From an optimization exercise on the open Yosys and OpenROAD flow, aimed at small area, a short achievable clock period and few clock cycles; shortcuts taken in it are not production practice. No functional check of the RTL was part of any run shown here. Power and IR drop assume default switching activity.

==> design.v <==
`default_nettype none
package lri_pkg;
    localparam int COLOR_W   = 32;
    localparam int CHAN_W    = 8;
    localparam int NUM_COLOR = 4;
endpackage
`default_nettype wire
`default_nettype none
module lri_divider #(
    parameter int DEN_W = 6
) (
    input  wire logic [DEN_W-1:0] r_in,
    input  wire logic [1:0]       bits,
    input  wire logic [DEN_W-1:0] den,
    input  wire logic [DEN_W+1:0] den3,
    output logic      [1:0]       q,
    output logic      [DEN_W-1:0] r_out
);
    logic [DEN_W+1:0] t;
    logic [DEN_W+2:0] d1, d2, d3;
    always_comb begin
        t  = {r_in, bits};
        d1 = {1'b0, t} - {3'b0, den};
        d2 = {1'b0, t} - {2'b0, den, 1'b0};
        d3 = {1'b0, t} - {1'b0, den3};
        if (!d3[DEN_W+2]) begin
            q     = 2'd3;
            r_out = d3[DEN_W-1:0];
        end else if (!d2[DEN_W+2]) begin
            q     = 2'd2;
            r_out = d2[DEN_W-1:0];
        end else if (!d1[DEN_W+2]) begin
            q     = 2'd1;
            r_out = d1[DEN_W-1:0];
        end else begin
            q     = 2'd0;
            r_out = t[DEN_W-1:0];
        end
    end
endmodule
`default_nettype wire
`default_nettype none
module lri_chan #(
    parameter int W = 16,
    parameter int C = 6
) (
    input  wire logic         aclk,
    input  wire logic [W-1:0] a_val,      
    input  wire logic [W-1:0] b_val,      
    input  wire logic         ld_diff,    
    input  wire logic         geo,        
    input  wire logic         geo_step,   
    input  wire logic         swap_c,     
    input  wire logic [C-1:0] den_c,      
    input  wire logic [C+1:0] den3_c,     
    input  wire logic         int_en,     
    input  wire logic         z_en,       
    input  wire logic [C-1:0] den,        
    input  wire logic [C+1:0] den3,       
    input  wire logic         den32,      
    input  wire logic         swap,       
    input  wire logic         n_load,     
    input  wire logic         stash,      
    input  wire logic         d_load,     
    input  wire logic         z_load,     
    input  wire logic         step,       
    output logic      [W-1:0] v           
);
    logic [W-1:0] q_reg;                  
    logic [C-1:0] r_reg;                  
    logic         dneg_reg;               
    logic         neg_reg;                
    logic [W-1:0] v_reg;
    logic [W-1:0] inc_reg;                
    logic [C-1:0] ra_reg;                 
    logic signed [C:0] rb_reg;            
    logic signed [C:0] fr_reg;            
    logic         wneg_reg;
    logic         zz_reg;
    logic [W:0]   diff;
    logic [1:0]   q0, qs;
    logic [C-1:0] r0, rs;
    logic [1:0]   sbits;
    logic [C-1:0] ra_n;
    logic signed [C:0] rb_n, fr_n;
    logic         z_n, carry;
    logic [W:0]   vsum;
    logic [W-1:0] fsel;
    assign diff  = {1'b0, b_val} - {1'b0, a_val};
    assign sbits = int_en ? q_reg[W-1 -: 2] : {dneg_reg, dneg_reg};
    assign fsel  = swap ? b_val : a_val;
    lri_divider #(.DEN_W(C)) u_step0 (
        .r_in ('0), .bits (q_reg[W-1 -: 2]), .den (den_c), .den3 (den3_c),
        .q    (q0), .r_out (r0)
    );
    lri_divider #(.DEN_W(C)) u_step (
        .r_in (r_reg), .bits (sbits), .den (den), .den3 (den3),
        .q    (qs),    .r_out (rs)
    );
    always_comb begin
        ra_n  = r_reg + C'(dneg_reg);
        rb_n  = $signed({1'b0, ra_n}) - $signed({1'b0, den});
        fr_n  = neg_reg ? ($signed({1'b0, ra_n}) - 7'sd1) : rb_n;
        z_n   = !den32 && (rs != (dneg_reg ? (den - 1'b1) : '0));
        carry = !fr_reg[C] && !(zz_reg && (fr_reg == '0));
        vsum  = {v_reg, 1'b1} + {inc_reg, carry ^ wneg_reg};
    end
    always_ff @(posedge aclk) begin
        if (ld_diff) begin
            dneg_reg <= diff[W];
            q_reg    <= diff[W-1:0] ^ {W{diff[W]}};
        end else if (geo) begin
            neg_reg <= dneg_reg ^ swap_c;
            if (geo_step) begin
                q_reg <= {q_reg[W-3:0], q0};
                r_reg <= r0;
            end else begin
                r_reg <= '0;
            end
        end else if (int_en) begin
            q_reg <= {q_reg[W-3:0], qs};
            r_reg <= rs;
        end else if (z_en) begin
            r_reg <= rs;
        end
    end
    always_ff @(posedge aclk) begin
        if (n_load || stash) begin
            ra_reg   <= ra_n;
            rb_reg   <= rb_n;
            fr_reg   <= fr_n;
            wneg_reg <= neg_reg;
        end else if (step) begin
            fr_reg <= fr_reg + (carry ? rb_reg : $signed({1'b0, ra_reg}));
        end
        if (n_load)
            zz_reg <= 1'b0;
        else if (z_load)
            zz_reg <= z_n && !neg_reg;
        if (n_load || d_load)
            inc_reg <= q_reg ^ {W{neg_reg}};
        else if (stash)
            inc_reg <= fsel;
        if (n_load)
            v_reg <= fsel;
        else if (d_load)
            v_reg <= inc_reg;
        else if (step)
            v_reg <= vsum[W:1];
    end
    assign v = v_reg;
endmodule
module line_rasterizer_interpolated
#(
    parameter int COORD_BITS = 6,
    parameter int DEPTH_BITS = 16,
    parameter int FRAC_BITS  = 16
) (
    input  wire logic                 aclk,
    input  wire logic                 aresetn,
    input  wire logic                 s_tvalid,
    output logic                      s_tready,
    input  wire logic [((2*(2*COORD_BITS+DEPTH_BITS+32)+7)/8)*8-1:0] s_tdata,
    output logic                      m_tvalid,
    input  wire logic                 m_tready,
    output logic [((2*COORD_BITS+DEPTH_BITS+32+7)/8)*8-1:0] m_tdata,
    output logic                      m_tlast
);
    localparam int C      = COORD_BITS;
    localparam int CW     = lri_pkg::CHAN_W;
    localparam int NC     = lri_pkg::NUM_COLOR;
    localparam int PT_W   = 2*C + DEPTH_BITS + lri_pkg::COLOR_W;
    localparam int OUT_W  = ((2*C + DEPTH_BITS + NC*CW + 7) / 8) * 8;
    localparam int E_W    = C + 2;
    localparam int N_INT  = DEPTH_BITS/2 - 1;
    localparam int C_INT0 = N_INT - CW/2;      
    logic [C-1:0] xa, ya, xb, yb;
    assign xa = s_tdata[C-1:0];
    assign ya = s_tdata[2*C-1:C];
    assign xb = s_tdata[PT_W+C-1:PT_W];
    assign yb = s_tdata[PT_W+2*C-1:PT_W+C];
    localparam logic [2:0] S_IDLE = 3'd0, S_GEO = 3'd1, S_INT = 3'd2,
                           S_RDY  = 3'd3, S_Z2  = 3'd4, S_HOLD = 3'd5;
    logic [2:0] st_reg;
    logic [2:0] cnt_reg;
    logic [C-1:0] adx_reg, ady_reg;
    logic         xgt_reg, ygt_reg;
    logic [C-1:0] span_reg, nmin_reg;
    logic [C+1:0] span3_reg;
    logic         span32_reg, xmaj_reg, swap_reg, up_reg;
    logic         xmaj_c, swap_c, up_c;
    logic [C-1:0] span_c, nmin_c;
    logic [C+1:0] span3_c;
    always_comb begin
        xmaj_c  = ady_reg < adx_reg;
        swap_c  = xmaj_c ? xgt_reg : ygt_reg;
        span_c  = xmaj_c ? adx_reg : ady_reg;
        nmin_c  = xmaj_c ? ady_reg : adx_reg;
        span3_c = xmaj_c ? ({2'b00, adx_reg} + {1'b0, adx_reg, 1'b0})
                         : ({2'b00, ady_reg} + {1'b0, ady_reg, 1'b0});
        up_c    = xmaj_c ? (swap_c ? ygt_reg : !ygt_reg)
                         : (swap_c ? xgt_reg : !xgt_reg);
    end
    logic vld_reg, last_reg, pend_reg;
    logic accept, take, n_load, stash, d_load, step, pend_clear;
    logic ld_diff, geo, int_d, int_c, z_en, z_load;
    assign s_tready   = (st_reg == S_RDY) && !pend_reg && (!vld_reg || last_reg);
    assign accept     = s_tvalid && s_tready;
    assign take       = vld_reg && m_tready;
    assign pend_clear = pend_reg && m_tready;
    assign n_load     = accept && (!vld_reg || m_tready);
    assign stash      = accept && vld_reg && !m_tready;
    assign d_load     = pend_clear;
    assign step       = take && !last_reg;
    assign ld_diff = (st_reg == S_IDLE) ||
                     ((st_reg == S_Z2) && (!pend_reg || pend_clear));
    assign geo     = st_reg == S_GEO;
    assign int_d   = st_reg == S_INT;
    assign int_c   = (st_reg == S_INT) && (cnt_reg >= 3'(C_INT0));
    assign z_en    = ((st_reg == S_RDY) && accept) || (st_reg == S_Z2);
    assign z_load  = st_reg == S_Z2;
    always_ff @(posedge aclk) begin
        if (!aresetn) begin
            st_reg  <= S_IDLE;
            cnt_reg <= '0;
        end else begin
            case (st_reg)
                S_IDLE: if (s_tvalid) st_reg <= S_GEO;
                S_GEO: begin
                    st_reg  <= S_INT;
                    cnt_reg <= '0;
                end
                S_INT: begin
                    cnt_reg <= cnt_reg + 1'b1;
                    if (cnt_reg == 3'(N_INT-1))
                        st_reg <= S_RDY;
                end
                S_RDY: if (accept) st_reg <= S_Z2;
                S_Z2: begin
                    if (pend_reg && !pend_clear)
                        st_reg <= S_HOLD;
                    else if (s_tvalid)
                        st_reg <= S_GEO;
                    else
                        st_reg <= S_IDLE;
                end
                S_HOLD: if (pend_clear) st_reg <= S_IDLE;
                default: st_reg <= S_IDLE;
            endcase
        end
    end
    always_ff @(posedge aclk) begin
        if (ld_diff) begin
            xgt_reg <= xa > xb;
            ygt_reg <= ya > yb;
            adx_reg <= (xa > xb) ? (xa - xb) : (xb - xa);
            ady_reg <= (ya > yb) ? (ya - yb) : (yb - ya);
        end
        if (geo) begin
            span_reg   <= span_c;
            span3_reg  <= span3_c;
            span32_reg <= span_c == C'(32);
            nmin_reg   <= nmin_c;
            xmaj_reg   <= xmaj_c;
            swap_reg   <= swap_c;
            up_reg     <= up_c;
        end
    end
    logic [DEPTH_BITS-1:0] zv;
    logic [CW-1:0]         cv [NC];
    lri_chan #(.W(DEPTH_BITS), .C(C)) u_depth (
        .aclk     (aclk),
        .a_val    (s_tdata[2*C+DEPTH_BITS-1:2*C]),
        .b_val    (s_tdata[PT_W+2*C+DEPTH_BITS-1:PT_W+2*C]),
        .ld_diff  (ld_diff),  .geo (geo), .geo_step (1'b1),
        .swap_c   (swap_c),   .den_c (span_c), .den3_c (span3_c),
        .int_en   (int_d),    .z_en (z_en),
        .den      (span_reg), .den3 (span3_reg), .den32 (span32_reg),
        .swap     (swap_reg),
        .n_load   (n_load),   .stash (stash), .d_load (d_load),
        .z_load   (z_load),   .step (step),
        .v        (zv)
    );
    for (genvar k = 0; k < NC; k++) begin : g_col
        lri_chan #(.W(CW), .C(C)) u_col (
            .aclk     (aclk),
            .a_val    (s_tdata[PT_W-1-CW*k -: CW]),
            .b_val    (s_tdata[2*PT_W-1-CW*k -: CW]),
            .ld_diff  (ld_diff),  .geo (geo), .geo_step (1'b0),
            .swap_c   (swap_c),   .den_c (span_c), .den3_c (span3_c),
            .int_en   (int_c),    .z_en (z_en),
            .den      (span_reg), .den3 (span3_reg), .den32 (span32_reg),
            .swap     (swap_reg),
            .n_load   (n_load),   .stash (stash), .d_load (d_load),
            .z_load   (z_load),   .step (step),
            .v        (cv[k])
        );
    end
    logic             wxmaj_reg, wup_reg;
    logic [C-1:0]     x_reg, y_reg, left_reg;
    logic signed [E_W-1:0] e_reg;
    logic [C-1:0]     inca_reg;               
    logic signed [C:0] incb_reg;              
    logic signed [E_W-1:0] e_add;
    logic             mstep;
    logic [C-1:0]     xs0, ys0;
    always_comb begin
        xs0   = swap_reg ? xb : xa;
        ys0   = swap_reg ? yb : ya;
        e_add = e_reg + $signed({1'b0, inca_reg, 1'b0});
        mstep = !e_add[E_W-1];
    end
    always_ff @(posedge aclk) begin
        if (!aresetn) begin
            vld_reg  <= 1'b0;
            pend_reg <= 1'b0;
        end else begin
            if (accept)
                vld_reg <= 1'b1;
            else if (take && last_reg && !pend_reg)
                vld_reg <= 1'b0;
            if (stash)
                pend_reg <= 1'b1;
            else if (pend_clear)
                pend_reg <= 1'b0;
        end
    end
    always_ff @(posedge aclk) begin
        if (n_load || d_load) begin
            wxmaj_reg <= xmaj_reg;
            wup_reg   <= up_reg;
            left_reg  <= span_reg;
            last_reg  <= span_reg == '0;
            e_reg     <= E_W'(0) - E_W'(span_reg);
            inca_reg  <= nmin_reg;
            incb_reg  <= $signed({1'b0, nmin_reg}) - $signed({1'b0, span_reg});
        end else if (stash) begin
            left_reg  <= xs0;
            e_reg     <= E_W'(ys0);
        end else if (step) begin
            left_reg  <= left_reg - 1'b1;
            last_reg  <= left_reg == C'(1);
            e_reg     <= mstep ? (e_reg + $signed({incb_reg, 1'b0})) : e_add;
        end
        if (n_load) begin
            x_reg <= xs0;
            y_reg <= ys0;
        end else if (d_load) begin
            x_reg <= left_reg;
            y_reg <= e_reg[C-1:0];
        end else if (step) begin
            if (wxmaj_reg) begin
                x_reg <= x_reg + 1'b1;
                if (mstep)
                    y_reg <= wup_reg ? (y_reg + 1'b1) : (y_reg - 1'b1);
            end else begin
                y_reg <= y_reg + 1'b1;
                if (mstep)
                    x_reg <= wup_reg ? (x_reg + 1'b1) : (x_reg - 1'b1);
            end
        end
    end
    assign m_tvalid = vld_reg;
    assign m_tlast  = last_reg;
    assign m_tdata  = OUT_W'({cv[3], cv[2], cv[1], cv[0], zv, y_reg, x_reg});
endmodule
`default_nettype wire
==> run.sh <==
#!/bin/bash
# synth_recipe.tcl (not shown) runs the flow's synth.tcl, then flattens the netlist and writes it again
# the make line also repeats each setting of config.mk as NAME=value (left out here)
make -C /OpenROAD-flow-scripts/flow DESIGN_CONFIG=/design/flow/config.mk WORK_HOME=/design/flow/orfs CLKGATE_MAP_FILE= SYNTH_SCRIPT=/design/flow/synth_recipe.tcl finish
==> config.mk <==
export PLATFORM = sky130hd
export DESIGN_NAME = line_rasterizer_interpolated
export DESIGN_NICKNAME = line_rasterizer_interpolated
export VERILOG_FILES = /design/flow/design.v
export SDC_FILE = /design/flow/constraint.sdc
export NUM_CORES = 4
export LEC_CHECK = 0
export CAP_MARGIN = 20
export CORE_MARGIN = 2
export CORE_UTILIZATION = 40
export SLEW_MARGIN = 20
==> constraint.sdc <==
create_clock -name core_clock -period 7.5 [get_ports {aclk}]
set_input_delay 1.5000 -clock core_clock [delete_from_list [all_inputs] [get_ports {aclk}]]
set_output_delay 1.5000 -clock core_clock [all_outputs]
set_load 0.01 [all_outputs]
==> results of run 1 <==
-- cell families (layout without fill, tap and decap cells) --
| family | Yosys count | after routing | synth area share |
|---|---|---|---|
| simple gates | 800 | 800 | 0.116 |
| compound gates | 938 | 938 | 0.184 |
| mux | 172 | 172 | 0.0550 |
| other cells | 1 | 6 | 0.000116 |
| fa+ha+maj | 381 | 381 | 0.158 |
| flops | 381 | 381 | 0.349 |
| buf+inv | 367 | 561 | 0.0431 |
| xor+xnor | 348 | 348 | 0.0941 |
-- layout make-up --
cell class | count | area [sq um]
fillers | 7635 | 43200
multi-input cells | 2643 | 19700
flip-flops and latches | 381 | 11300
repair buffers | 223 | 2150
well taps | 1060 | 1330
clock buffers | 48 | 1160
inverters | 253 | 953
clock inverters | 37 | 468
diodes | 2 | 5.00
-- cells in the mapped netlist (46+ instances only) --
cell and n:
a211oi_1 69, a21o_1 99, a21oi_1 261, clkbuf_1 101
edfxtp_1 368, fa_1 46, ha_1 335, inv_1 251
mux2_2 46, mux2i_1 126, nand2_1 268, nand3_1 57
nor2_1 202, nor2b_1 51, nor3_1 58, o21ai_0 228
xnor2_1 213, xor2_1 135
-- metal layers --
layer,wire length [um],share of wire,vias to the layer above,GRT usage
met1,42700,0.46,12200,0.305
met4,1800,0.019,4,0.0475
met5,31,0.00033,-,0
li1,-,-,12700,-
met2,43300,0.47,662,0.365
met3,4780,0.052,112,0.0286
-- worst max path at each step --
| stage | start | slack, ns | endpoint |
|---|---|---|---|
| after floorplan | m_tready | 2.95 | g_col[0].u_col.r_reg[0] |
| after global placement | st_reg[1] | 2.61 | g_col[3].u_col.zz_reg |
| after detailed placement | st_reg[1] | 2.57 | g_col[3].u_col.zz_reg |
| after CTS | st_reg[1] | 2.55 | g_col[3].u_col.zz_reg |
| after global routing | st_reg[1] | 2.08 | g_col[3].u_col.zz_reg |
| final | st_reg[1] | 2.45 | g_col[3].u_col.zz_reg |
-- report_power, final --
group	total [mW]	switching [mW]	internal (mW)	leakage, nW
clock	2.42	0.977	1.45	0.783
sequential	4.05	0.658	3.39	3.51
combinational	10.0	5.96	4.05	10.8
-- metrics by stage --
| stage | hold slack [ns] | power [mW] | cell area [sq um] |
|---|---|---|---|
| finish | 0.423 | 16.5 | 37100 |
| global route | 0.434 | 17.8 | 37100 |
| CTS | 0.421 | 16.4 | 37100 |
| detailed placement | 0.407 | 14.0 | 35500 |
| global placement | 0.405 | 13.9 | 35500 |
| floorplan | 0.400 | 11.3 | 32400 |
-- worst max-delay path: stages (launching register included) --
cell and delay, ns:
dfxtp_1 0.52, or3b_1 0.61, nor2_4 0.49, mux2i_1 0.19
ha_1 0.31, fa_1 0.41, nand2b_1 0.19, a21oi_1 0.24
nor3_1 0.08, a2111oi_0 0.64, o21ai_0 0.32, xnor2_1 0.18
or4_1 0.39, a211oi_1 0.22, o41ai_1 0.08
==> out/metrics.yaml, run 1 <==
status: "timing/DRC/antenna clean"
worstReg2RegStart: "st_reg[1]"
max-clock-path-buffers: 3
core_area_sq_mm: 0.0803
max-slew-margin-rel: 0.271
hp-class: "reg2reg"
dieHeight_um: 288
first_pass_iters: 5
layout_common_cells: "edfxtp_1, ha_1, nand2_1"
cts-root-buf: "clkbuf_16"
die_x_um: 288
ir_drop_mv: 0.217
reg2reg_to: "g_col[3].u_col.zz_reg"
arrival_ns: 5.48
numCtsBuffers: 46
drive_above_1_share: 0.0561
layout_setup_ws_ns: 2.45
nets: 4053
synth.top_cells.by_area: "edfxtp_1, ha_1, xnor2_1"
grt_pass1_wl_um: 143000
cp-end-kind: "flop"
mostFrequentLayoutCell: "edfxtp_1"
whs_path_depth: 0
synth_top_cell_by_area: "edfxtp_1"
synth.top_cell.area_share: 0.341
fin_skew_ns: 0.0557
globalRoute.totalOverflow: 0
fp-row-count: 104
viasPerCell: 5.52
dieArea_sq_mm: 0.0832
start_util: 0.403
drt-initial-drc-count: 1765
cp-start-kind: "flop"
drt-total-wl_um: 92600
rsz0062_at_grt: "no"
clk_latency_ns: 0.62
reg2regPathDepth: 14
grt_antenna_before_repair: 4
worstMarginPinSlew_ns: 1.09
yosys_warnings: 5
hp-start: "up_reg"
setup-tns-final_ns: 0
stdcell_count: 4647
cp_data_required_time_ns: 7.93
final_max_slew_viol_count: 0
vias: 25600
globalplace.congestion: 0.921
grt_pass1_vias: 24900
ys_types: 83
power_density_mw_per_mm2: 444
drc: 0
dp_hpwl_um: 68500
cap_violations: 0
path_clk_slew_ns: 0.06
ys_seq_area_frac: 0.349
power.leakage_nw: 15.1
synthFlopType: "edfxtp_1"
utilization: 0.462
synth_edf_count: 368
dp_cells: 4559
syn_to_final_growth_pct: 14.7
cts_sinks: 381
netlist_area_sq_mm: 0.0324
finalCritPeriodShare: 0.673
cts_max_level: 2
grt_max_degree: 92
async_flop_share: 0
post_cts_buffers: 0
syn_inst: 3388
whs_endpoint: "wup_reg"
holdBufCountCts: 0
crit_fanout: 12
post_cts_resized: 0
ant_nets: 0
r2r_slack_ns: 2.45
ioPinCount: 191
grt_use_total: 0.220
path_class: "reg2reg"
io_buffer_count: 186
syn_avg_cell_area_sq_um: 9.56
setup-violations-final: 0
pre_cts_slack_ns: 2.57
fmax_mhz: 198
fin_crit_ns: 5.05
tritoncts: "yes"
wl_per_cell_um: 19.9
hold_viol: 0
ys_ff_latch: 381
==> run 2, diff against run 1 <==
--- a/design.v
+++ b/design.v
@@ -56,4 +56,5 @@
     input  wire logic         int_en,     
     input  wire logic         z_en,       
+    input  wire logic         z_bits,     
     input  wire logic [C-1:0] den,        
     input  wire logic [C+1:0] den3,       
@@ -78,4 +79,5 @@
     logic         wneg_reg;
     logic         zz_reg;
+    logic         frz_reg;                
     logic [W:0]   diff;
     logic [1:0]   q0, qs;
@@ -83,10 +85,10 @@
     logic [1:0]   sbits;
     logic [C-1:0] ra_n;
-    logic signed [C:0] rb_n, fr_n;
+    logic signed [C:0] rb_n, fr_n, fr_nx;
     logic         z_n, carry;
     logic [W:0]   vsum;
     logic [W-1:0] fsel;
     assign diff  = {1'b0, b_val} - {1'b0, a_val};
-    assign sbits = int_en ? q_reg[W-1 -: 2] : {dneg_reg, dneg_reg};
+    assign sbits = z_bits ? {dneg_reg, dneg_reg} : q_reg[W-1 -: 2];
     assign fsel  = swap ? b_val : a_val;
     lri_divider #(.DEN_W(C)) u_step0 (
@@ -102,6 +104,7 @@
         rb_n  = $signed({1'b0, ra_n}) - $signed({1'b0, den});
         fr_n  = neg_reg ? ($signed({1'b0, ra_n}) - 7'sd1) : rb_n;
-        z_n   = !den32 && (rs != (dneg_reg ? (den - 1'b1) : '0));
-        carry = !fr_reg[C] && !(zz_reg && (fr_reg == '0));
+        z_n   = !den32 && (r_reg != (swap ? (den - 1'b1) : '0));
+        carry = !fr_reg[C] && !(zz_reg && frz_reg);
+        fr_nx = fr_reg + (carry ? rb_reg : $signed({1'b0, ra_reg}));
         vsum  = {v_reg, 1'b1} + {inc_reg, carry ^ wneg_reg};
     end
@@ -112,16 +115,13 @@
         end else if (geo) begin
             neg_reg <= dneg_reg ^ swap_c;
-            if (geo_step) begin
+            if (geo_step)
                 q_reg <= {q_reg[W-3:0], q0};
-                r_reg <= r0;
-            end else begin
-                r_reg <= '0;
-            end
         end else if (int_en) begin
             q_reg <= {q_reg[W-3:0], qs};
-            r_reg <= rs;
-        end else if (z_en) begin
-            r_reg <= rs;
         end
+        if (geo)
+            r_reg <= geo_step ? r0 : '0;
+        else if (int_en || z_en)
+            r_reg <= rs;
     end
     always_ff @(posedge aclk) begin
@@ -130,12 +130,14 @@
             rb_reg   <= rb_n;
             fr_reg   <= fr_n;
+            frz_reg  <= fr_n == '0;
             wneg_reg <= neg_reg;
         end else if (step) begin
-            fr_reg <= fr_reg + (carry ? rb_reg : $signed({1'b0, ra_reg}));
+            fr_reg  <= fr_nx;
+            frz_reg <= fr_nx == '0;
         end
-        if (n_load)
+        if (n_load || stash)
             zz_reg <= 1'b0;
         else if (z_load)
-            zz_reg <= z_n && !neg_reg;
+            zz_reg <= z_n && !wneg_reg;
         if (n_load || d_load)
             inc_reg <= q_reg ^ {W{neg_reg}};
@@ -204,5 +206,6 @@
     logic vld_reg, last_reg, pend_reg;
     logic accept, take, n_load, stash, d_load, step, pend_clear;
-    logic ld_diff, geo, int_d, int_c, z_en, z_load;
+    logic ld_diff, geo, int_d, int_c, z_en;
+    logic zbits_reg, zload_reg;
     assign s_tready   = (st_reg == S_RDY) && !pend_reg && (!vld_reg || last_reg);
     assign accept     = s_tvalid && s_tready;
@@ -219,5 +222,14 @@
     assign int_c   = (st_reg == S_INT) && (cnt_reg >= 3'(C_INT0));
     assign z_en    = ((st_reg == S_RDY) && accept) || (st_reg == S_Z2);
-    assign z_load  = st_reg == S_Z2;
+    always_ff @(posedge aclk) begin
+        if (!aresetn) begin
+            zbits_reg <= 1'b0;
+            zload_reg <= 1'b0;
+        end else begin
+            zbits_reg <= ((st_reg == S_INT) && (cnt_reg == 3'(N_INT-1))) ||
+                         (st_reg == S_RDY);
+            zload_reg <= st_reg == S_Z2;
+        end
+    end
     always_ff @(posedge aclk) begin
         if (!aresetn) begin
@@ -275,9 +287,9 @@
         .ld_diff  (ld_diff),  .geo (geo), .geo_step (1'b1),
         .swap_c   (swap_c),   .den_c (span_c), .den3_c (span3_c),
-        .int_en   (int_d),    .z_en (z_en),
+        .int_en   (int_d),    .z_en (z_en),  .z_bits (zbits_reg),
         .den      (span_reg), .den3 (span3_reg), .den32 (span32_reg),
         .swap     (swap_reg),
         .n_load   (n_load),   .stash (stash), .d_load (d_load),
-        .z_load   (z_load),   .step (step),
+        .z_load   (zload_reg), .step (step),
         .v        (zv)
     );
@@ -289,9 +301,9 @@
             .ld_diff  (ld_diff),  .geo (geo), .geo_step (1'b0),
             .swap_c   (swap_c),   .den_c (span_c), .den3_c (span3_c),
-            .int_en   (int_c),    .z_en (z_en),
+            .int_en   (int_c),    .z_en (z_en),  .z_bits (zbits_reg),
             .den      (span_reg), .den3 (span3_reg), .den32 (span32_reg),
             .swap     (swap_reg),
             .n_load   (n_load),   .stash (stash), .d_load (d_load),
-            .z_load   (z_load),   .step (step),
+            .z_load   (zload_reg), .step (step),
             .v        (cv[k])
         );
==> run 2 against run 1 <==
- die area shrank 0.13%
- worst hold slack better by 0.014 ns
- final cell count rose by 0.56%
- synthesized cell count grew 0.94%
- combinational power down 39%
- worst setup slack improved by 0.49 ns
- clock power decreased by 2%
- sequential share of layout area about the same
- via count down 0.82%
- first-iteration DRC count increased by 1.2%
- largest cell class unchanged
==> out/metrics.yaml, run 2 <==
grt_pass1_vias: 24800
pwr-share-clk: 0.198
synth_top_cell_by_area: "edfxtp_1"
worstPathCellList: "inv_1, ha_1, a2111o_1, a311oi_2, or2_1, buf_4, mux2i_1, fa_1, nand3b_1, nor3b_1, mux2i_1, o32ai_1, mux2_2, mux2i_1"
netlist_area_sq_mm: 0.0323
arrival_ns: 4.99
power_density_mw_per_mm2: 324
cp_data_required_time_ns: 7.94
post_cts_buffers: 0
cts_max_level: 2
nets: 4078
fillCellCount: 7626
max-slew-margin-rel: 0.270
tritoncts: "yes"
fin_crit_ns: 4.56
first_pass_iters: 5
syn_avg_cell_area_sq_um: 9.45
hp-class: "reg2reg"
die_x_um: 288
synth.top_cell.area_share: 0.324
worstReg2RegStart: "adx_reg[1]"
seqPwrFrac: 0.291
cp-end-kind: "flop"
setup-violations-final: 0
globalRoute.totalOverflow: 0
stdcell_count: 4673
crit_fanout: 30
status: "timing/DRC/antenna clean"
grt_max_degree: 82
drt-initial-drc-count: 1787
finalCritPeriodShare: 0.608
synth_edf_count: 349
whs_endpoint: "wxmaj_reg"
ys_seq_area_frac: 0.348
synth_common_cells: "edfxtp_1, ha_1, nand2_1"
final_max_slew_viol_count: 0
worstMarginPinSlew_ns: 1.08
mostFrequentLayoutCell: "edfxtp_1"
fp-row-count: 104
cp-start-kind: "flop"
post_cts_resized: 0
wl_per_cell_um: 19.2
cts_sinks: 388
regArea_sq_mm: 0.0113
dieArea_sq_mm: 0.0831
vias: 25400
yosys_warnings: 5
grt_pass1_wl_um: 140000
dieHeight_um: 288
fmax_mhz: 219
synth.top_cells.by_area: "edfxtp_1, ha_1, xnor2_1"
ys_ff_latch: 388
slowest_delay_ns: 0.47
hold_viol: 0
ioPinCount: 191
dp_hpwl_um: 66500
ys_types: 82
clk_latency_ns: 0.60
p_sw_mw: 5.01
power_mw: 12.0
p_sw_frac: 0.418
globalplace.congestion: 0.872
antennaDiodeCount: 0
syn_inst: 3420
rsz0062_at_grt: "no"
drc: 0
path_class: "reg2reg"
grt_use_total: 0.213
grt_antenna_before_repair: 1
drive_above_1_share: 0.0565
power_frac_comb: 0.511
path_common_cell: "mux2i_1"
viasPerCell: 5.44
synthFlopType: "edfxtp_1"
max-clock-path-buffers: 3
slowest_stage: "edfxtp_1"
ant_nets: 0
power.leakage_nw: 15.1
ir_drop_mv: 0.206
path_clk_slew_ns: 0.06
numCtsBuffers: 49
p_int_mw: 6.97
syn_to_final_growth_pct: 14.4
reg2regPathDepth: 14
start_util: 0.403
core_area_sq_mm: 0.0803
synth.most_common_cell: "edfxtp_1"
layout_common_cells: "edfxtp_1, ha_1, nand2_1"
async_flop_share: 0
io_buffer_count: 186
multi_input_area_sq_mm: 0.0196
dp_cells: 4583
fin_skew_ns: 0.0189
reg2reg_to: "u_depth.r_reg[0]"
holdBufCountCts: 0
setup-tns-final_ns: 0
drt-total-wl_um: 89700
r2r_slack_ns: 2.94
whs_path_depth: 0
cts-root-buf: "clkbuf_16"
hp-start: "xmaj_reg"
cap_violations: 0
-- run 2: changes by cell type after synthesis, moves of 22 or more --
| cell | change |
|---|---|
| a21boi_0 | +22 |
| a21o_1 | -53 |
| a21oi_1 | -31 |
| dfxtp_1 | +26 |
| nand2_1 | +28 |
| o21ai_0 | +51 |
| xnor2_1 | -37 |
| xor2_1 | +24 |
-- run 2: logic make-up (layout without fill, tap and decap cells) --
kind of cell / count (synthesis) / in the layout / share of synthesized area
AOI/OAI and AO/OA: 908 / 908 / 0.177
xor gates and xnor gates: 335 / 335 / 0.0908
adders and majority gates: 380 / 380 / 0.158
buffers and inverters: 391 / 581 / 0.0466
DFF: 388 / 388 / 0.348
muxes: 176 / 176 / 0.0564
other: 1 / 4 / 0.000116
and+or+nand+nor: 841 / 841 / 0.123
-- run 2: worst max path at each step --
stage	startpoint	end	slack, ns	cells past startpoint
floorplan	s_tvalid	g_col[0].u_col.fr_reg[6]	2.72	6
global placement	s_tdata[0]	adx_reg[3]	2.63	12
detailed placement	s_tvalid	u_depth.v_reg[12]	2.50	7
CTS	adx_reg[1]	u_depth.r_reg[0]	2.97	14
global route	adx_reg[1]	u_depth.r_reg[0]	2.63	14
finish	adx_reg[1]	u_depth.r_reg[0]	2.94	14
-- run 2: routing by layer --
metal | wire length, um | vias to the layer above | GRT usage
met5 | 13 | - | 0
met4 | 2350 | 2 | 0.0584
met3 | 4030 | 127 | 0.0224
met2 | 41400 | 579 | 0.352
met1 | 42000 | 12000 | 0.297
li1 | - | 12700 | -
-- run 2: worst max-delay path: cells and delay by family, from the launching register on --
kind | cells | cell delay [ns]
AOI/OAI and AO/OA | 3 | 1.28
buffers and inverters | 2 | 0.42
and+or+nand+nor | 3 | 0.49
DFF | 1 | 0.47
adders and majority gates | 2 | 0.61
muxes | 4 | 1.14
-- run 2: cell type report --
cell class | count | share of cell area
Sequential cell | 388 | 0.304
Timing Repair Buffer | 223 | 0.0584
Clock inverter | 29 | 0.00822
Tap cell | 1060 | 0.0359
Inverter | 268 | 0.0273
Clock buffer | 61 | 0.0349
Multi-Input combinational cell | 2644 | 0.531
-- run 2: power groups by stage --
stage / sequential (mW) / combinational (mW) / clock (mW)
finish: 3.49 / 6.12 / 2.38
global route: 3.54 / 6.91 / 2.49
CTS: 3.49 / 6.11 / 2.42
detailed placement: 3.53 / 6.07 / 0
global placement: 3.53 / 6.00 / 0
floorplan: 3.29 / 4.64 / 0
-- run 2: metrics by stage --
step           hold slack [ns]  setup WS (ns)  area [sq um]   util
2_1_floorplan            0.400           2.72         32300      -
3_3_place_gp             0.403           2.63         35400  0.440
3_5_place_dp             0.414           2.50         35400  0.441
4_1_cts                  0.433           2.97         37000  0.461
5_1_grt                  0.451           2.63         37000  0.461
6_report                 0.437           2.94         37000  0.461
==> run 3, diff against run 2 <==
--- a/config.mk
+++ b/config.mk
@@ -9,3 +9,4 @@
 export CORE_MARGIN = 2
 export CORE_UTILIZATION = 40
+export SETUP_SLACK_MARGIN = 3.8
 export SLEW_MARGIN = 20
==> run 3 against run 2 <==
- still clean
- combinational power rose by 7.0%
- global-route usage rose by 0.53 points
- synthesized cell count unchanged
- clock skew grew 0.014 ns
- non-clock buffer count is 77 higher
- core utilization grew 1.4 points
- via count is 1.6% higher
- count of clock-buffer cells in the layout is 6 higher
- maximum frequency up 19%
- critical path depth increased by 15
- worst setup slack gained 0.72 ns
- highest routed layer unchanged
==> out/metrics.yaml, run 3 <==
slowest_delay_ns: 0.37
layout_common_cells: "edfxtp_1, ha_1, nand2_1"
wl_per_cell_um: 19.5
path_class: "reg2reg"
cts_sinks: 388
globalRoute.totalOverflow: 0
cap_violations: 0
ioPinCount: 191
fp-row-count: 104
async_flop_share: 0
max-clock-path-buffers: 3
cts_max_level: 2
drt-initial-drc-count: 1824
nets: 4156
synth.top_cell.area_share: 0.324
synth_common_cells: "edfxtp_1, ha_1, nand2_1"
power.leakage_nw: 15.7
antennaDiodeCount: 0
tritoncts: "yes"
first_pass_iters: 7
ys_ff_latch: 388
finalCritPeriodShare: 0.511
r2r_slack_ns: 3.66
syn_to_final_growth_pct: 18.0
ys_types: 82
arrival_ns: 4.27
worstMarginPinSlew_ns: 1.04
layout_setup_ws_ns: 3.66
globalplace.congestion: 0.863
hp-class: "reg2reg"
grt_max_degree: 82
ant_nets: 0
path_clk_slew_ns: 0.06
synth_top_cell_by_area: "edfxtp_1"
start_util: 0.403
yosys_warnings: 5
netlist_area_sq_mm: 0.0323
status: "timing/DRC/antenna clean"
setup-tns-final_ns: 0
max-slew-margin-rel: 0.305
final_max_slew_viol_count: 0
fmax_mhz: 261
die_x_um: 288
whs_ns: 0.402
cp-end-kind: "flop"
grt_pass1_wl_um: 143000
drt-total-wl_um: 92800
vias: 25800
syn_avg_cell_area_sq_um: 9.45
grt_antenna_before_repair: 2
dp_hpwl_um: 67100
synth.most_common_cell: "edfxtp_1"
power_density_mw_per_mm2: 322
dieHeight_um: 288
cp_data_required_time_ns: 7.93
viasPerCell: 5.44
crit_fanout: 2
io_buffer_count: 186
hold_viol: 0
slowest_stage: "edfxtp_1"
fillCellCount: 7594
synth_edf_count: 349
synth.top_cells.by_area: "edfxtp_1, ha_1, xnor2_1"
setup-violations-final: 0
ys_seq_area_frac: 0.348
core_area_sq_mm: 0.0803
numCtsBuffers: 49
rsz0062_at_grt: "yes"
mostFrequentLayoutCell: "edfxtp_1"
cts-root-buf: "clkbuf_16"
pre_cts_slack_ns: 2.57
synthFlopType: "edfxtp_1"
drive_above_1_share: 0.0951
syn_inst: 3420
utilization: 0.475
fin_skew_ns: 0.0332
cp-start-kind: "flop"
holdBufCountCts: 0
ir_drop_mv: 0.221
grt_pass1_vias: 25100
fin_crit_ns: 3.84
path_common_cell: "buf_4"
grt_use_total: 0.219
dieArea_sq_mm: 0.0831
drc: 0
clk_latency_ns: 0.60
==> run 3: final timing paths <==
check,startpoint,end,depth (start not counted)
worst max-delay path,adx_reg[1],nmin_reg[1],29
worst min register to register,xmaj_reg,wxmaj_reg,0
worst min-delay path,xmaj_reg,wxmaj_reg,0
worst max register to register,adx_reg[1],nmin_reg[1],29
==> run 3: kinds of logic (layout without fill, tap and decap cells) <==
family,after synthesis,in the layout,synth area share
mux,176,176,0.0564
other cells,1,4,0.000116
compound gates,908,908,0.177
buf+inv,391,656,0.0466
flops,388,388,0.348
xor+xnor,335,335,0.0908
fa+ha+maj,380,380,0.158
simple gates,841,842,0.123
==> run 3: timing repair <==
item | in CTS | in global routing
setup endpoints to repair | 136 | 135
gates cloned | 1 | 1
gates resized for setup | 36 | 79
pin swaps | 11 | 23
setup buffers | 53 | 21
==> run 3: metrics by stage <==
| step | cells | cell area, sq um | total power [mW] |
|---|---|---|---|
| 2_1_floorplan | 3423 | 32600 | 7.99 |
| 5_1_grt | 4749 | 38100 | 13.2 |
| 3_5_place_dp | 4585 | 35600 | 9.67 |
| 4_1_cts | 4727 | 37700 | 12.2 |
| 6_report | 4749 | 38100 | 12.3 |
| 3_3_place_gp | 4584 | 35600 | 9.60 |
==> run 3: critical path, delay by kind of cell (launching register included) <==
kind / cells / cell delay [ns]
AO/OA/AOI/OAI: 1 / 0.10
flip-flops: 1 / 0.37
buffers and inverters: 28 / 3.23
==> run 3: power breakdown <==
| group | internal (mW) | switching, mW | total (mW) |
|---|---|---|---|
| logic | 2.84 | 3.71 | 6.55 |
| clock network | 1.33 | 0.961 | 2.29 |
| registers | 2.99 | 0.463 | 3.45 |
| total | 7.16 | 5.14 | 12.3 |
==> run 3: metal layers <==
layer,GRT usage,vias to the layer above,share of wire
met5,0,-,0.00014
met4,0.0549,2,0.020
met3,0.0278,97,0.046
met2,0.361,569,0.47
met1,0.303,12400,0.46
li1,-,12800,-
==> run 3: final cells by class <==
type                            count  area, sq um  area share
Tap cell                         1060         1330      0.0348
Multi-Input combinational cell   2645        20100       0.527
Timing Repair Buffer              300         2890      0.0758
Inverter                          268         1030      0.0270
Clock inverter                     21          169     0.00443
Clock buffer                       67         1360      0.0355
Sequential cell                   388        11300       0.295
==> run 4, diff against run 3 <==
--- a/design.v
+++ b/design.v
@@ -52,6 +52,5 @@
     input  wire logic         geo_step,   
     input  wire logic         swap_c,     
-    input  wire logic [C-1:0] den_c,      
-    input  wire logic [C+1:0] den3_c,     
+    input  wire logic [2:0]   den_sm,     
     input  wire logic         int_en,     
     input  wire logic         z_en,       
@@ -92,8 +91,18 @@
     assign sbits = z_bits ? {dneg_reg, dneg_reg} : q_reg[W-1 -: 2];
     assign fsel  = swap ? b_val : a_val;
-    lri_divider #(.DEN_W(C)) u_step0 (
-        .r_in ('0), .bits (q_reg[W-1 -: 2]), .den (den_c), .den3 (den3_c),
-        .q    (q0), .r_out (r0)
-    );
+    always_comb begin
+        q0 = '0;
+        r0 = C'(q_reg[W-1 -: 2]);
+        if (den_sm[0]) begin
+            q0 = q_reg[W-1 -: 2];
+            r0 = '0;
+        end else if (den_sm[1]) begin
+            q0 = {1'b0, q_reg[W-1]};
+            r0 = C'(q_reg[W-2]);
+        end else if (den_sm[2] && (q_reg[W-1 -: 2] == 2'd3)) begin
+            q0 = 2'd1;
+            r0 = '0;
+        end
+    end
     lri_divider #(.DEN_W(C)) u_step (
         .r_in (r_reg), .bits (sbits), .den (den), .den3 (den3),
@@ -182,8 +191,7 @@
     assign xb = s_tdata[PT_W+C-1:PT_W];
     assign yb = s_tdata[PT_W+2*C-1:PT_W+C];
-    localparam logic [2:0] S_IDLE = 3'd0, S_GEO = 3'd1, S_INT = 3'd2,
-                           S_RDY  = 3'd3, S_Z2  = 3'd4, S_HOLD = 3'd5;
-    logic [2:0] st_reg;
+    logic st_idle, st_geo, st_int, st_rdy, st_z2, st_hold;
     logic [2:0] cnt_reg;
+    logic       cint_reg;              
     logic [C-1:0] adx_reg, ady_reg;
     logic         xgt_reg, ygt_reg;
@@ -194,4 +202,5 @@
     logic [C-1:0] span_c, nmin_c;
     logic [C+1:0] span3_c;
+    logic [2:0]   span_sm;
     always_comb begin
         xmaj_c  = ady_reg < adx_reg;
@@ -199,4 +208,6 @@
         span_c  = xmaj_c ? adx_reg : ady_reg;
         nmin_c  = xmaj_c ? ady_reg : adx_reg;
+        for (int k = 0; k < 3; k++)
+            span_sm[k] = xmaj_c ? (adx_reg == C'(k+1)) : (ady_reg == C'(k+1));
         span3_c = xmaj_c ? ({2'b00, adx_reg} + {1'b0, adx_reg, 1'b0})
                          : ({2'b00, ady_reg} + {1'b0, ady_reg, 1'b0});
@@ -208,5 +219,5 @@
     logic ld_diff, geo, int_d, int_c, z_en;
     logic zbits_reg, zload_reg;
-    assign s_tready   = (st_reg == S_RDY) && !pend_reg && (!vld_reg || last_reg);
+    assign s_tready   = st_rdy && !pend_reg && (!vld_reg || last_reg);
     assign accept     = s_tvalid && s_tready;
     assign take       = vld_reg && m_tready;
@@ -216,10 +227,9 @@
     assign d_load     = pend_clear;
     assign step       = take && !last_reg;
-    assign ld_diff = (st_reg == S_IDLE) ||
-                     ((st_reg == S_Z2) && (!pend_reg || pend_clear));
-    assign geo     = st_reg == S_GEO;
-    assign int_d   = st_reg == S_INT;
-    assign int_c   = (st_reg == S_INT) && (cnt_reg >= 3'(C_INT0));
-    assign z_en    = ((st_reg == S_RDY) && accept) || (st_reg == S_Z2);
+    assign ld_diff = st_idle || (st_z2 && (!pend_reg || pend_clear));
+    assign geo     = st_geo;
+    assign int_d   = st_int;
+    assign int_c   = cint_reg;
+    assign z_en    = (st_rdy && accept) || st_z2;
     always_ff @(posedge aclk) begin
         if (!aresetn) begin
@@ -227,37 +237,31 @@
             zload_reg <= 1'b0;
         end else begin
-            zbits_reg <= ((st_reg == S_INT) && (cnt_reg == 3'(N_INT-1))) ||
-                         (st_reg == S_RDY);
-            zload_reg <= st_reg == S_Z2;
+            zbits_reg <= (st_int && (cnt_reg == 3'(N_INT-1))) || st_rdy;
+            zload_reg <= st_z2;
         end
     end
+    logic z2_go, int_last;
+    assign z2_go    = !pend_reg || pend_clear;
+    assign int_last = cnt_reg == 3'(N_INT-1);
     always_ff @(posedge aclk) begin
         if (!aresetn) begin
-            st_reg  <= S_IDLE;
-            cnt_reg <= '0;
+            st_idle  <= 1'b1;
+            st_geo   <= 1'b0;
+            st_int   <= 1'b0;
+            st_rdy   <= 1'b0;
+            st_z2    <= 1'b0;
+            st_hold  <= 1'b0;
+            cnt_reg  <= '0;
+            cint_reg <= 1'b0;
         end else begin
-            case (st_reg)
-                S_IDLE: if (s_tvalid) st_reg <= S_GEO;
-                S_GEO: begin
-                    st_reg  <= S_INT;
-                    cnt_reg <= '0;
-                end
-                S_INT: begin
-                    cnt_reg <= cnt_reg + 1'b1;
-                    if (cnt_reg == 3'(N_INT-1))
-                        st_reg <= S_RDY;
-                end
-                S_RDY: if (accept) st_reg <= S_Z2;
-                S_Z2: begin
-                    if (pend_reg && !pend_clear)
-                        st_reg <= S_HOLD;
-                    else if (s_tvalid)
-                        st_reg <= S_GEO;
-                    else
-                        st_reg <= S_IDLE;
-                end
-                S_HOLD: if (pend_clear) st_reg <= S_IDLE;
-                default: st_reg <= S_IDLE;
-            endcase
+            st_idle  <= (st_idle && !s_tvalid) || (st_z2 && z2_go && !s_tvalid) ||
+                        (st_hold && pend_clear);
+            st_geo   <= (st_idle && s_tvalid) || (st_z2 && z2_go && s_tvalid);
+            st_int   <= st_geo || (st_int && !int_last);
+            st_rdy   <= (st_int && int_last) || (st_rdy && !accept);
+            st_z2    <= st_rdy && accept;
+            st_hold  <= (st_z2 && !z2_go) || (st_hold && !pend_clear);
+            cnt_reg  <= st_int ? cnt_reg + 1'b1 : '0;
+            cint_reg <= st_int && !int_last && (cnt_reg >= 3'(C_INT0-1));
         end
     end
@@ -286,5 +290,5 @@
         .b_val    (s_tdata[PT_W+2*C+DEPTH_BITS-1:PT_W+2*C]),
         .ld_diff  (ld_diff),  .geo (geo), .geo_step (1'b1),
-        .swap_c   (swap_c),   .den_c (span_c), .den3_c (span3_c),
+        .swap_c   (swap_c),   .den_sm (span_sm),
         .int_en   (int_d),    .z_en (z_en),  .z_bits (zbits_reg),
         .den      (span_reg), .den3 (span3_reg), .den32 (span32_reg),
@@ -300,5 +304,5 @@
             .b_val    (s_tdata[2*PT_W-1-CW*k -: CW]),
             .ld_diff  (ld_diff),  .geo (geo), .geo_step (1'b0),
-            .swap_c   (swap_c),   .den_c (span_c), .den3_c (span3_c),
+            .swap_c   (swap_c),   .den_sm (span_sm),
             .int_en   (int_c),    .z_en (z_en),  .z_bits (zbits_reg),
             .den      (span_reg), .den3 (span3_reg), .den32 (span32_reg),
--- a/config.mk
+++ b/config.mk
@@ -9,4 +9,4 @@
 export CORE_MARGIN = 2
 export CORE_UTILIZATION = 40
-export SETUP_SLACK_MARGIN = 3.8
+export SETUP_SLACK_MARGIN = 4.0
 export SLEW_MARGIN = 20
==> run 4 against run 3 <==
- still clean
- maximum frequency up 12%
- register-to-register slack improved by 0.49 ns
- combinational power is 65% lower
- count of clock-buffer cells in the layout decreased by 6
- critical path depth shrank 18
- final cell count barely moved
- first-iteration DRC count rose by 0.99%
- sequential share of layout area is 0.21 points lower
- global-route usage rose by 0.60 points
- via count up 2.0%
- final area up 1.4%
- synthesized cell count is 0.94% higher
- critical endpoint is now g_col[3].u_col.q_reg[3]
==> out/metrics.yaml, run 4 <==
grt_antenna_before_repair: 2
async_flop_share: 0
hp-class: "reg2reg"
ir_drop_mv: 0.171
setup-tns-final_ns: 0
met1_length_um: 44000
status: "timing/DRC/antenna clean"
power_frac_comb: 0.303
mostFrequentLayoutCell: "edfxtp_1"
start_util: 0.405
power.leakage_nw: 15.7
max-clock-path-buffers: 3
ys_ff_latch: 392
p_sw_mw: 2.42
cp_data_required_time_ns: 7.85
cts_sinks: 392
dp_hpwl_um: 70500
pre_cts_slack_ns: 2.35
cts-root-buf: "clkbuf_16"
syn_avg_cell_area_sq_um: 9.48
synthFlopType: "edfxtp_1"
final_area_sq_mm: 0.0387
vias: 26400
grt_pass1_wl_um: 149000
pwr-share-clk: 0.330
synth.most_common_cell: "edfxtp_1"
cp-end-kind: "flop"
synth.top_cells.by_area: "edfxtp_1, ha_1, xnor2_1"
first_pass_iters: 5
crit_fanout: 3
cap_violations: 0
drc: 0
nets: 4152
syn_inst: 3452
path_clk_slew_ns: 0.06
grt_pass1_vias: 25900
fp-row-count: 104
grt_max_degree: 86
layout_common_cells: "edfxtp_1, ha_1, nand2_1"
synth_top_cell_by_area: "edfxtp_1"
die_x_um: 290
wl_per_cell_um: 20.3
dp_cells: 4610
io_buffer_count: 186
dieHeight_um: 290
max-slew-margin-rel: 0.231
globalplace.congestion: 0.872
path_class: "in2reg"
numCtsBuffers: 49
cts_max_level: 2
netlist_area_sq_mm: 0.0327
power_density_mw_per_mm2: 193
worstMarginPinSlew_ns: 1.15
ys_types: 85
synth_edf_count: 349
placed_area_sq_mm: 0.0359
syn_to_final_growth_pct: 18.3
grt_use_total: 0.225
cp-start-kind: "input pin"
stdcell_count: 4753
drt-initial-drc-count: 1842
highest_layer: "met5"
dieArea_sq_mm: 0.0841
fmax_mhz: 292
viasPerCell: 5.55
synth_common_cells: "edfxtp_1, ha_1, inv_1"
fillCellCount: 7495
ys_seq_area_frac: 0.347
clk_latency_ns: 0.61
p_int_mw: 5.03
synth.top_cell.area_share: 0.320
drive_above_1_share: 0.103
ioPinCount: 191
met2_length_um: 44900
rsz0062_at_grt: "no"
setup-violations-final: 0
p_sw_frac: 0.324
tritoncts: "yes"
fin_skew_ns: 0.0350
globalRoute.totalOverflow: 0
finalCritPeriodShare: 0.457
seqPwrFrac: 0.367
final_max_slew_viol_count: 0
core_area_sq_mm: 0.0808
drt-total-wl_um: 96400
yosys_warnings: 5
ant_nets: 0
wl_met3_um: 4780
layout_setup_ws_ns: 4.07
hold_viol: 0
fin_crit_ns: 3.43
arrival_ns: 3.78
run 4: cell count changes after synthesis, sizes merged, moves of 11 or more:
cell    before  now
o21a        25   37
and3        25   37
clkbuf      93  104
mux2        47   60
o21ai      279  248
o22ai        8   22
nand2      296  260
a211oi      57   76
mux2i      129  111
nor4         1   17
nor2       197  220
a21o        46   66
nor3        67   80
run 4: path summary, 6_finish.rpt:
check	slack [ns]	startpoint	to	cells after the start
max	4.07	s_tdata[28]	g_col[3].u_col.q_reg[3]	11
min reg2reg	0.42	up_reg	wup_reg	0
min	0.42	up_reg	wup_reg	0
max reg2reg	4.15	span_reg[5]	u_depth.r_reg[1]	8
run 4: timing repair:
action,4_1_cts,5_1_grt
resized for setup,74,107
pin swaps,15,30
setup buffers,23,25
cloned,3,0
hold buffers,0,0
endpoints found under the setup margin,292,190
run 4: power groups by stage:
stage / clock, mW / sequential (mW) / combinational [mW]
2_1_floorplan: 0 / 2.70 / 1.59
3_3_place_gp: 0 / 2.79 / 2.11
3_5_place_dp: 0 / 2.78 / 2.14
4_1_cts: 2.50 / 2.74 / 2.20
5_1_grt: 2.58 / 2.75 / 2.50
6_report: 2.46 / 2.74 / 2.26
run 4: area by class of cell:
type                       count  area, sq um  share of cell area
inverter                     265         1030              0.0267
timing repair inverter         1         8.76            0.000226
sequential                   392        11300               0.293
clock inverter                30          314             0.00812
antenna                        1         2.50           0.0000647
multi-input combinational   2675        20700               0.535
clock buffer                  61         1350              0.0350
timing repair buffer         268         2600              0.0671
tap                         1060         1330              0.0343
run 4: cells by family after synthesis:
logic type	count (synthesis)	share of synthesized area
other cells	1	0.000115
simple gates	872	0.131
xor+xnor	331	0.0890
flops	392	0.347
compound gates	919	0.180
mux	171	0.0546
fa+ha+maj	376	0.154
buf+inv	390	0.0454
run 4: layer usage:
layer  track usage  vias up
li1              -    13000
met1         0.305    12600
met2         0.370      651
met3        0.0326      135
met4        0.0686        2
met5             0        -
run 4: critical path, stage by stage:
cell and delay (ns):
clkdlybuf4s50_1 0.43, ha_2 0.22, fa_2 0.40, nor2b_4 0.21
o21ai_4 0.08, a21boi_2 0.21, o31ai_4 0.09, a21oi_4 0.21
buf_6 0.13, xnor2_1 0.05, mux2_2 0.25
run 4: stage by stage:
step	total power [mW]	hold slack [ns]	utilization
floorplan	4.29	0.400	-
global placement	4.90	0.408	0.445
detailed placement	4.92	0.407	0.445
CTS	7.43	0.420	0.471
global route	7.83	0.428	0.479
finish	7.45	0.419	0.479
==> run 5, diff against run 4 <==
--- a/config.mk
+++ b/config.mk
@@ -9,4 +9,4 @@
 export CORE_MARGIN = 2
 export CORE_UTILIZATION = 40
-export SETUP_SLACK_MARGIN = 4.0
+export SETUP_SLACK_MARGIN = 4.5
 export SLEW_MARGIN = 20
==> run 5 against run 4 <==
- critical path type unchanged
- non-clock buffer count grew 153
- die area stayed put
- still clean on timing, DRC and antenna
- power increased by 4.0%
- routed wire length grew 2.4%
- area after synthesis unchanged
==> out/metrics.yaml, run 5 <==
status: "timing/DRC/antenna clean"
path_clk_slew_ns: 0.06
drc: 0
path_class: "in2reg"
slowest_stage: "fa_2"
layout_common_cells: "edfxtp_1, ha_1, nand2_1"
hp-class: "reg2reg"
ioPinCount: 191
ys_types: 85
viasPerCell: 5.55
fin_skew_ns: 0.0265
stdcell_count: 4910
setup-violations-final: 0
crit_fanout: 4
synth.top_cell.area_share: 0.320
multi_input_area_sq_mm: 0.0224
worstMarginPinSlew_ns: 0.961
rsz0062_at_grt: "yes"
synth_edf_count: 349
syn_inst: 3452
final_max_slew_viol_count: 0
worstPathCellList: "buf_8, inv_8, ha_4, fa_2, nor2b_4, o31ai_4, a211oi_2, o31ai_4, a21oi_4, buf_8, buf_12, clkinv_8, xnor2_4, o21ai_2"
vias: 27200
nets: 4311
grt_pass1_vias: 26800
p_sw_frac: 0.321
yosys_warnings: 5
ys_seq_area_frac: 0.347
power_frac_comb: 0.328
syn_to_final_growth_pct: 27.6
grt-busiest-layer: "met2"
hold_viol: 0
dieHeight_um: 290
drt-initial-drc-count: 1681
dieArea_sq_mm: 0.0841
ant_nets: 0
first_pass_iters: 6
grt_use_met1: 0.304
cap_violations: 0
dp_cells: 4606
grt_use_total: 0.228
power.leakage_nw: 16.9
async_flop_share: 0
globalplace.congestion: 0.851
seqPwrFrac: 0.353
grtUsageMet3: 0.0301
die_x_um: 290
setup-tns-final_ns: 0
met2_usage: 0.386
core_area_sq_mm: 0.0808
io_buffer_count: 186
cts_sinks: 392
p_sw_mw: 2.49
drt-total-wl_um: 98800
synth.most_common_cell: "edfxtp_1"
tritoncts: "yes"
mostFrequentLayoutCell: "edfxtp_1"
syn_avg_cell_area_sq_um: 9.48
fin_crit_ns: 3.24
ys_ff_latch: 392
synth_top_cell_by_area: "edfxtp_1"
fmax_mhz: 308
fp-row-count: 104
pwr-share-clk: 0.319
finalCritPeriodShare: 0.433
fillCellCount: 7416
holdBufCountCts: 0
cp-start-kind: "input pin"
regArea_sq_mm: 0.0114
cp-end-kind: "flop"
start_util: 0.405
critPathBufInv: 5
cp_data_required_time_ns: 7.83
cts-root-buf: "clkbuf_16"
synthFlopType: "edfxtp_1"
numCtsBuffers: 48
grt_antenna_before_repair: 4
drive_above_1_share: 0.218
synth_common_cells: "edfxtp_1, ha_1, inv_1"
grt_pass1_wl_um: 152000
clk_latency_ns: 0.60
max-clock-path-buffers: 3
arrival_ns: 3.58
ir_drop_mv: 0.166
cts_max_level: 2
slowest_delay_ns: 0.37
p_int_mw: 5.26
grt_max_degree: 68
synth.top_cells.by_area: "edfxtp_1, ha_1, xnor2_1"
power_density_mw_per_mm2: 186
wl_per_cell_um: 20.1
netlist_area_sq_mm: 0.0327
cp_top_family: "compound AO/OA/AOI/OAI gates"
max-slew-margin-rel: 0.359
dp_hpwl_um: 67800
globalRoute.totalOverflow: 0
## run 5: layout make-up
cell class	instances	area share
sequential	392	0.272
multi-input combinational	2680	0.537
inverter	265	0.0269
timing repair buffer	421	0.0915
antenna	1	0.0000599
tap	1060	0.0318
clock buffer	60	0.0301
clock inverter	28	0.00929
timing repair inverter	3	0.000779
## run 5: cell families after synthesis
kind of cell | count (synthesis) | share of synthesized area
AO/OA/AOI/OAI | 919 | 0.180
XOR/XNOR | 331 | 0.0890
adder cells (fa/ha/maj) | 376 | 0.154
buffers and inverters | 390 | 0.0454
flip-flops | 392 | 0.347
multiplexers | 171 | 0.0546
other | 1 | 0.000115
AND/OR/NAND/NOR | 872 | 0.131
## run 5: per-layer routing
metal  share of wire  routed length [um]  vias to the layer above
met5         0.00029                  29                        -
met3           0.049                4820                      151
met4           0.027                2700                        4
li1                -                   -                    13300
met2            0.48               47100                      655
met1            0.45               44100                    13100
## run 5: power by group through the flow
stage / Sequential, mW / Clock [mW] / Combinational, mW
after floorplan: 2.70 / 0 / 1.66
after global placement: 2.78 / 0 / 2.16
after detailed placement: 2.78 / 0 / 2.19
after CTS: 2.73 / 2.51 / 2.39
after global routing: 2.75 / 2.59 / 2.80
final: 2.73 / 2.48 / 2.54
## run 5: repair_timing
action,in CTS,in global routing
hold endpoints to repair,0,0
setup buffers,120,83
setup endpoints to repair,602,180
pin swaps,112,143
gates cloned,12,0
gates resized for setup,492,249
## run 5: final timing paths
check	start	endpoint	slack (ns)	depth (start not counted)
worst max register to register	u_depth.dneg_reg	u_depth.q_reg[1]	4.39	11
worst min-delay path	up_reg	wup_reg	0.42	0
worst max-delay path	s_tdata[72]	u_depth.q_reg[6]	4.26	14
worst min register to register	up_reg	wup_reg	0.42	0
## run 5: metrics by stage
step	hold WS, ns	worst slack [ns]	instance area (sq um)	total power [mW]	utilization
after global placement	0.407	2.69	36500	4.95	0.452
after CTS	0.423	4.28	40300	7.64	0.498
after detailed placement	0.413	2.58	36500	4.97	0.452
final	0.422	4.26	41700	7.75	0.517
after global routing	0.437	4.18	41700	8.14	0.517
after floorplan	0.400	3.83	33600	4.36	-
==> run 6, diff against run 5 <==
--- a/config.mk
+++ b/config.mk
@@ -8,5 +8,5 @@
 export CAP_MARGIN = 20
 export CORE_MARGIN = 2
-export CORE_UTILIZATION = 40
-export SETUP_SLACK_MARGIN = 4.5
+export CORE_UTILIZATION = 65
+export SETUP_SLACK_MARGIN = 4.0
 export SLEW_MARGIN = 20
==> run 6 against run 5 <==
- register-to-register slack worse by 0.28 ns
- routed wire length fell by 2.6%
- final cell count shrank 11%
- critical endpoint is now u_depth.q_reg[11]
- largest cell class unchanged
==> out/metrics.yaml, run 6 <==
max-slew-margin-rel: 0.308
ys_seq_area_frac: 0.347
cts_max_level: 2
ys_types: 85
path_clk_slew_ns: 0.06
drive_above_1_share: 0.104
drt-total-wl_um: 96200
yosys_warnings: 5
ant_nets: 0
cp-start-kind: "input pin"
clk_latency_ns: 0.60
power.leakage_nw: 15.6
ioPinCount: 191
power_density_mw_per_mm2: 193
worstReg2RegStart: "g_col[1].u_col.dneg_reg"
syn_inst: 3452
die_x_um: 228
start_util: 0.655
grt_antenna_before_repair: 5
grt_max_degree: 86
path_class: "in2reg"
arrival_ns: 3.83
synth.top_cells.by_area: "edfxtp_1, ha_1, xnor2_1"
worstMarginPinSlew_ns: 1.03
globalRoute.totalOverflow: 0
setup-tns-final_ns: 0
synth_top_cell_by_area: "edfxtp_1"
tritoncts: "yes"
cp_data_required_time_ns: 7.84
final_max_slew_viol_count: 0
grt_pass1_vias: 27700
netlist_area_sq_mm: 0.0327
crit_fanout: 5
drt-initial-drc-count: 2586
dieHeight_um: 228
grt_use_total: 0.360
holdBufCountCts: 0
hold_viol: 0
async_flop_share: 0
reg2regPathDepth: 12
dieArea_sq_mm: 0.0521
utilization: 0.762
hp-start: "xmaj_reg"
globalplace.congestion: 0.923
final_area_sq_mm: 0.0381
synthXorXnorAreaFrac: 0.0890
cts-root-buf: "clkbuf_16"
wl_per_cell_um: 22.1
first_pass_iters: 5
synthFlopType: "edfxtp_1"
vias: 27900
viasPerCell: 6.39
numCtsBuffers: 45
max-clock-path-buffers: 3
nets: 4149
drc: 0
hp-class: "reg2reg"
rsz0062_at_grt: "yes"
dp_hpwl_um: 69200
status: "timing/DRC/antenna clean"
cts_sinks: 392
synth-compound-area-share: 0.180
synth-simple-area-share: 0.131
cp-end-kind: "flop"
ys_ff_latch: 392
fin_skew_ns: 0.0213
startpoint: "s_tdata[20]"
placed_area_sq_mm: 0.0354
synth_common_cells: "edfxtp_1, ha_1, inv_1"
mostFrequentLayoutCell: "edfxtp_1"
synth_top_family_by_area: "compound AO/OA/AOI/OAI gates"
setup-violations-final: 0
fin_crit_ns: 3.49
synth.most_common_cell: "edfxtp_1"
grt_pass1_wl_um: 150000
ir_drop_mv: 0.197
synthMuxAreaShare: 0.0546
syn_to_final_growth_pct: 16.4
core_area_sq_mm: 0.0500
synth_edf_count: 349
io_buffer_count: 186
fmax_mhz: 286
synth_fa_ha_area_frac: 0.154
syn_avg_cell_area_sq_um: 9.48
cap_violations: 0
whs_path_depth: 0
layout_common_cells: "edfxtp_1, ha_1, nand2_1"
synth.top_cell.area_share: 0.320
finalCritPeriodShare: 0.466
fp-row-count: 82
run 6: cell counts after synthesis:
Identical to the previous run, type by type.
run 6: logic make-up (layout without fill, tap and decap cells):
group,Yosys count,in the layout
muxes,171,171
adders and majority gates,376,376
xor gates and xnor gates,331,331
DFF,392,392
buffers and inverters,390,615
other,1,8
and+or+nand+nor,872,874
AOI/OAI and AO/OA,919,921
run 6: repair_timing:
action	in CTS	in global routing
gates resized for setup	67	113
buffers inserted	20	29
endpoints found under the setup margin	311	154
hold endpoints to repair	0	0
gates cloned	2	2
pin swaps	19	45
run 6: worst paths after layout:
| kind | slack (ns) | end |
|---|---|---|
| setup reg to reg | 4.11 | g_col[1].u_col.r_reg[0] |
| hold / removal | 0.42 | wxmaj_reg |
| hold reg to reg | 0.42 | wxmaj_reg |
| setup / recovery | 4.01 | u_depth.q_reg[11] |
run 6: where the power goes:
| part | switching (mW) | leakage, nW | internal, mW |
|---|---|---|---|
| clock | 0.966 | 0.740 | 1.35 |
| sequential | 0.163 | 3.52 | 2.58 |
| combinational | 1.29 | 11.4 | 1.01 |
run 6: metal layers:
| metal | GRT usage | wire, um | part of all wire |
|---|---|---|---|
| met1 | 0.460 | 38000 | 0.40 |
| met2 | 0.601 | 45700 | 0.47 |
| met3 | 0.0490 | 7700 | 0.080 |
| met4 | 0.179 | 4770 | 0.050 |
| met5 | 0 | 13 | 0.00014 |
run 6: cell type report:
type | count | area (sq um)
Timing Repair Buffer | 268 | 2610
Clock buffer | 50 | 1190
Antenna cell | 4 | 10.0
Fill cell | 3506 | 11900
Multi-Input combinational cell | 2677 | 20700
Inverter | 265 | 1040
Sequential cell | 392 | 11300
Tap cell | 672 | 841
Clock inverter | 32 | 343
run 6: worst max-delay path: stages:
cell and delay (ns):
clkdlybuf4s50_1 0.50, inv_1 0.08, ha_4 0.19, a211oi_4 0.23, o21ai_1 0.10, nor2b_2 0.18
o31ai_4 0.31, a21oi_4 0.12, xnor3_1 0.35, mux2_2 0.27
run 6: per-stage QoR:
step	power (mW)	hold WS [ns]	setup slack [ns]	instances
3_5_place_dp	4.89	0.406	2.49	4221
2_1_floorplan	4.29	0.400	3.83	3455
3_3_place_gp	4.81	0.405	2.57	4221
4_1_cts	7.24	0.420	4.00	4325
5_1_grt	7.66	0.440	3.92	4359
6_report	7.36	0.419	4.01	4360

==> static timing again, ports no longer ideal <==
No port has a modelled driver above. Below, the same layouts with a new extraction and two added sets of constraints. Step 1 assumes that a clkbuf_16 drives the clock port and a buf_2 every other input. Step 2 moves the port delays by t, midway between the first and last clock arrival at a register: inputs arrive t later, outputs are due t later. That takes back most of the time a late clock gives input paths. Three values: no drivers, after step 1, after step 2; two values: the first two.
run | t (ns) | setup WS [ns] | hold slack, ns
run 1 | 0.659 | 2.454 / 2.454 / 2.454 | 0.423 / 0.423 / 0.423
run 2 | 0.657 | 2.942 / 2.942 / 2.504 | 0.437 / 0.437 / 0.437
run 3 | 0.649 | 3.664 / 3.664 / 3.250 | 0.402 / 0.402 / 0.402
run 4 | 0.659 | 4.075 / 4.116 / 3.457 | 0.419 / 0.419 / 0.419
run 5 | 0.647 | 4.256 / 4.268 / 3.622 | 0.422 / 0.422 / 0.422
run 6 | 0.649 | 4.007 / 4.023 / 3.374 | 0.419 / 0.419 / 0.419
After both steps every run listed still meets setup and hold. The setup slack of run 5, which loses most, moves by +0.012 ns with the drivers and by -0.634 ns with both steps.
